Background: an optimization exercise with open tools, aiming at small area and few clock cycles per item. Do not read the settings as production practice.
The RTL was checked by simulation tests, not by an equivalence proof against the original design.

==> flow/design.v (excerpt) <==
module str_dot_top (
    input  logic               clk,
    input  logic               rst,
    input  logic [63:0]        in_a,
    input  logic [63:0]        in_b,
    input  logic               in_last,
    input  logic               in_valid,
    output logic               in_ready,
    output logic signed [14:0] out_dot,
    output logic signed [10:0] out_sum,
    output logic               out_last,
    output logic               out_valid,
    input  logic               out_ready
);
==> flow/config.mk <==
export PLATFORM = sky130hd
export DESIGN_NAME = str_dot_top
export DESIGN_NICKNAME = str_dot_top
export VERILOG_FILES = /design/flow/design.v
export SDC_FILE = /design/flow/constraint.sdc
export NUM_CORES = 4
export LEC_CHECK = 0
export CAP_MARGIN = 20
export CORE_MARGIN = 2
export CORE_UTILIZATION = 70
export CTS_BUF_LIST = sky130_fd_sc_hd__clkbuf_8
export GPL_TIMING_DRIVEN = 0
export PLACE_DENSITY = 0.8
export SETUP_SLACK_MARGIN = 0.05
export SLEW_MARGIN = 20
export SYNTH_HIERARCHICAL = 1
==> flow/constraint.sdc <==
create_clock -name core_clock -period 6.0 [get_ports {clk}]
set_input_delay 1.2000 -clock core_clock [delete_from_list [all_inputs] [get_ports {clk}]]
set_output_delay 1.2000 -clock core_clock [all_outputs]
set_load 0.01 [all_outputs]
run.sh (not shown) runs the stock make flow with config.mk's settings and CLKGATE_MAP_FILE= SYNTH_SCRIPT=/design/flow/synth_recipe.tcl, a recipe that flattens the netlist after the stock synthesis.
The starting point finished with timing, DRC and antenna clean.
Testbench counts at the start, summed over its fixed seeds: cycles 2,056, items 2,048.
Edit:
==> flow/flow/run.sh (new file) <==
#!/bin/bash
# Standard ORFS layout (the standard.sh, unchanged synthesis), with the port
# buffers made from a small plain buffer instead of the default choice, and a
# clock tree without dummy loads.
set -euo pipefail
bash standard.sh BUFFER_PORTS_ARGS="-buffer_cell sky130_fd_sc_hd__buf_2" \
  CTS_ARGS="-sink_clustering_enable -repair_clock_nets -buf_list sky130_fd_sc_hd__clkbuf_8 -dont_use_dummy_load" \
  finish > flow.log 2>&1
==> flow/standard.sh (new file) <==
#!/bin/bash
# synth_recipe.tcl (not shown) runs the flow's synth.tcl, then flattens the netlist and writes it again
# the make line also repeats each setting of config.mk as NAME=value (left out here)
make -C /OpenROAD-flow-scripts/flow DESIGN_CONFIG=/design/flow/config.mk WORK_HOME=/design/flow/orfs CLKGATE_MAP_FILE= SYNTH_SCRIPT=/design/flow/synth_recipe.tcl "${@:-finish}"
removed: flow/run.sh
Outcome: The changed run went through all stages and came out clean; non-clock buffer count is unchanged; clock-buffer cell count is unchanged.

str_dot_top, a different RTL version from the one above (not shown whole).
Size: about 50 flip-flops, about 160 I/O pins, about 0.015 mm2 of cells after synthesis.
clock: 6.0 ns
lec_check: 0
cap_margin: 20
core_margin: 2
core_utilization: 70
cts_buf_list: sky130_fd_sc_hd__clkbuf_8
gpl_timing_driven: 0
place_density: 0.8
setup_slack_margin: 0.05
slew_margin: 20
synth_hierarchical: 1
standard.sh (not shown) runs the stock make flow with config.mk's settings and CLKGATE_MAP_FILE= SYNTH_SCRIPT=/design/flow/synth_recipe.tcl, a recipe that flattens the netlist after the stock synthesis.
==> flow/flow/run.sh <==
#!/bin/bash
# Standard ORFS layout (the standard.sh, unchanged synthesis), with the port
# buffers made from the smallest plain buffer instead of the default choice.
set -euo pipefail
bash standard.sh BUFFER_PORTS_ARGS="-buffer_cell sky130_fd_sc_hd__buf_2" finish > flow.log 2>&1
The starting point completed with no timing, DRC or antenna violations.
Testbench counts at the start, summed over its fixed seeds: cycles 2,056, items 2,048.
Then changed:
==> flow/run.sh (new file) <==
#!/bin/bash
# synth_recipe.tcl (not shown) runs the flow's synth.tcl, then flattens the netlist and writes it again
# the make line also repeats each setting of config.mk as NAME=value (left out here)
make -C /OpenROAD-flow-scripts/flow DESIGN_CONFIG=/design/flow/config.mk WORK_HOME=/design/flow/orfs CLKGATE_MAP_FILE= SYNTH_SCRIPT=/design/flow/synth_recipe.tcl finish
- CORE_UTILIZATION: 70 -> 40
- CTS_BUF_LIST: sky130_fd_sc_hd__clkbuf_8 -> not set
- GPL_TIMING_DRIVEN: 0 -> not set
- PLACE_DENSITY: 0.8 -> 0.6
- SETUP_SLACK_MARGIN: 0.05 -> not set
removed: flow/flow/run.sh
removed: flow/standard.sh
What happened: Now the flow produced a layout that fails on negative setup slack. Wire length rose by 14%. Setup slack gets worse by 110 ps.

Starting RTL as in the previous note.
==> flow/config.mk <==
export PLATFORM = sky130hd
export DESIGN_NAME = str_dot_top
export DESIGN_NICKNAME = str_dot_top
export VERILOG_FILES = /design/flow/design.v
export SDC_FILE = /design/flow/constraint.sdc
export NUM_CORES = 4
export LEC_CHECK = 0
export CAP_MARGIN = 20
export CORE_MARGIN = 2
export CORE_UTILIZATION = 40
export GPL_TIMING_DRIVEN = 0
export PLACE_DENSITY = 0.6
export SLEW_MARGIN = 20
export SYNTH_HIERARCHICAL = 1
==> flow/constraint.sdc <==
create_clock -name core_clock -period 6.0 [get_ports {clk}]
set_input_delay 1.2000 -clock core_clock [delete_from_list [all_inputs] [get_ports {clk}]]
set_output_delay 1.2000 -clock core_clock [all_outputs]
set_load 0.01 [all_outputs]
run.sh (not shown) runs the stock make flow with config.mk's settings and CLKGATE_MAP_FILE= SYNTH_SCRIPT=/design/flow/synth_recipe.tcl, a recipe that flattens the netlist after the stock synthesis.
Stock flow here: none of the scripts above is used.
The starting point produced a clean layout.
Testbench counts at the start, summed over its fixed seeds: cycles 2,056, items 2,048.
==> next run, changes <==
==> flow/flow/run.sh (new file) <==
#!/bin/bash
# Standard ORFS layout (the standard.sh, unchanged synthesis), with the port
# buffers made from a small plain buffer instead of the default choice, and a
# clock tree without dummy loads.
set -euo pipefail
bash standard.sh BUFFER_PORTS_ARGS="-buffer_cell sky130_fd_sc_hd__buf_2" \
  CTS_ARGS="-sink_clustering_enable -repair_clock_nets -buf_list sky130_fd_sc_hd__clkbuf_8 -dont_use_dummy_load" \
  finish > flow.log 2>&1
==> flow/standard.sh (new file) <==
#!/bin/bash
# synth_recipe.tcl (not shown) runs the flow's synth.tcl, then flattens the netlist and writes it again
# the make line also repeats each setting of config.mk as NAME=value (left out here)
make -C /OpenROAD-flow-scripts/flow DESIGN_CONFIG=/design/flow/config.mk WORK_HOME=/design/flow/orfs CLKGATE_MAP_FILE= SYNTH_SCRIPT=/design/flow/synth_recipe.tcl "${@:-finish}"
- CORE_UTILIZATION: 40 -> 70
- CTS_BUF_LIST: not set -> sky130_fd_sc_hd__clkbuf_8
- PLACE_DENSITY: 0.6 -> 0.8
- SETUP_SLACK_MARGIN: not set -> 0.05
removed: flow/run.sh
After rerunning: Worst setup slack gets worse by 0.021 ns; critical path depth stays the same; cell area falls by a little under a tenth.
==> next run, changes <==
==> flow/flow/run.sh (replaced) <==
#!/bin/bash
# Standard ORFS layout (the standard.sh, unchanged synthesis), with the port
# buffers made from the smallest plain buffer instead of the default choice.
set -euo pipefail
bash standard.sh BUFFER_PORTS_ARGS="-buffer_cell sky130_fd_sc_hd__buf_2" finish > flow.log 2>&1
- CORE_UTILIZATION: 70 -> 60
- PLACE_DENSITY: 0.8 -> 0.7
- SETUP_SLACK_MARGIN: 0.05 -> 0.1
Result: Design area came out higher by about 4%. Maximum frequency goes up by about 1.5%. Via count decreases by about 2%. Non-clock buffer count rises by 30. Routed wire length decreases by about 0.4%.

-- what the ideal ports hide --
In the flow no input, the clock included, has a driving cell. The finished layouts below were timed again as built, in two steps. Step 1 sets driving cells, clkbuf_16 on the clock port and buf_2 on the other inputs (assumed; they add their load-dependent delay and slew). Step 2 times the ports against the registers' clock, not the clock port: input delays grow and output delays shrink by t, the midpoint of the rising clock arrivals with the driver on. a / b / c = ideal / step 1 / step 2; a / b = the first two.
| run | shift t [ns] | setup WS [ns] | worst register clock-pin slew, ns |
|---|---|---|---|
| the first run of note 1 | 0.333 | 0.080 / 0.066 / -0.267 | 0.09 / 0.09 |
| the second run of note 1 | 0.344 | 0.093 / 0.100 / -0.244 | 0.09 / 0.09 |
| the first run of note 2 | 0.354 | 0.042 / 0.047 / -0.307 | 0.11 / 0.11 |
| the second run of note 2 | 0.334 | -0.067 / -0.080 / -0.414 | 0.07 / 0.07 |
| the first run of note 3 | 0.329 | 0.049 / 0.049 / -0.266 | 0.07 / 0.07 |
| the second run of note 3 | 0.348 | 0.028 / 0.025 / -0.323 | 0.11 / 0.11 |
| the third run of note 3 | 0.335 | 0.118 / 0.113 / -0.222 | 0.09 / 0.09 |
With both steps, setup timing fails in 6 of these runs, where it was met with ideal ports. The setup slack of the second run of note 3, which loses most, moves by -0.003 ns with the drivers and by -0.351 ns with both steps.
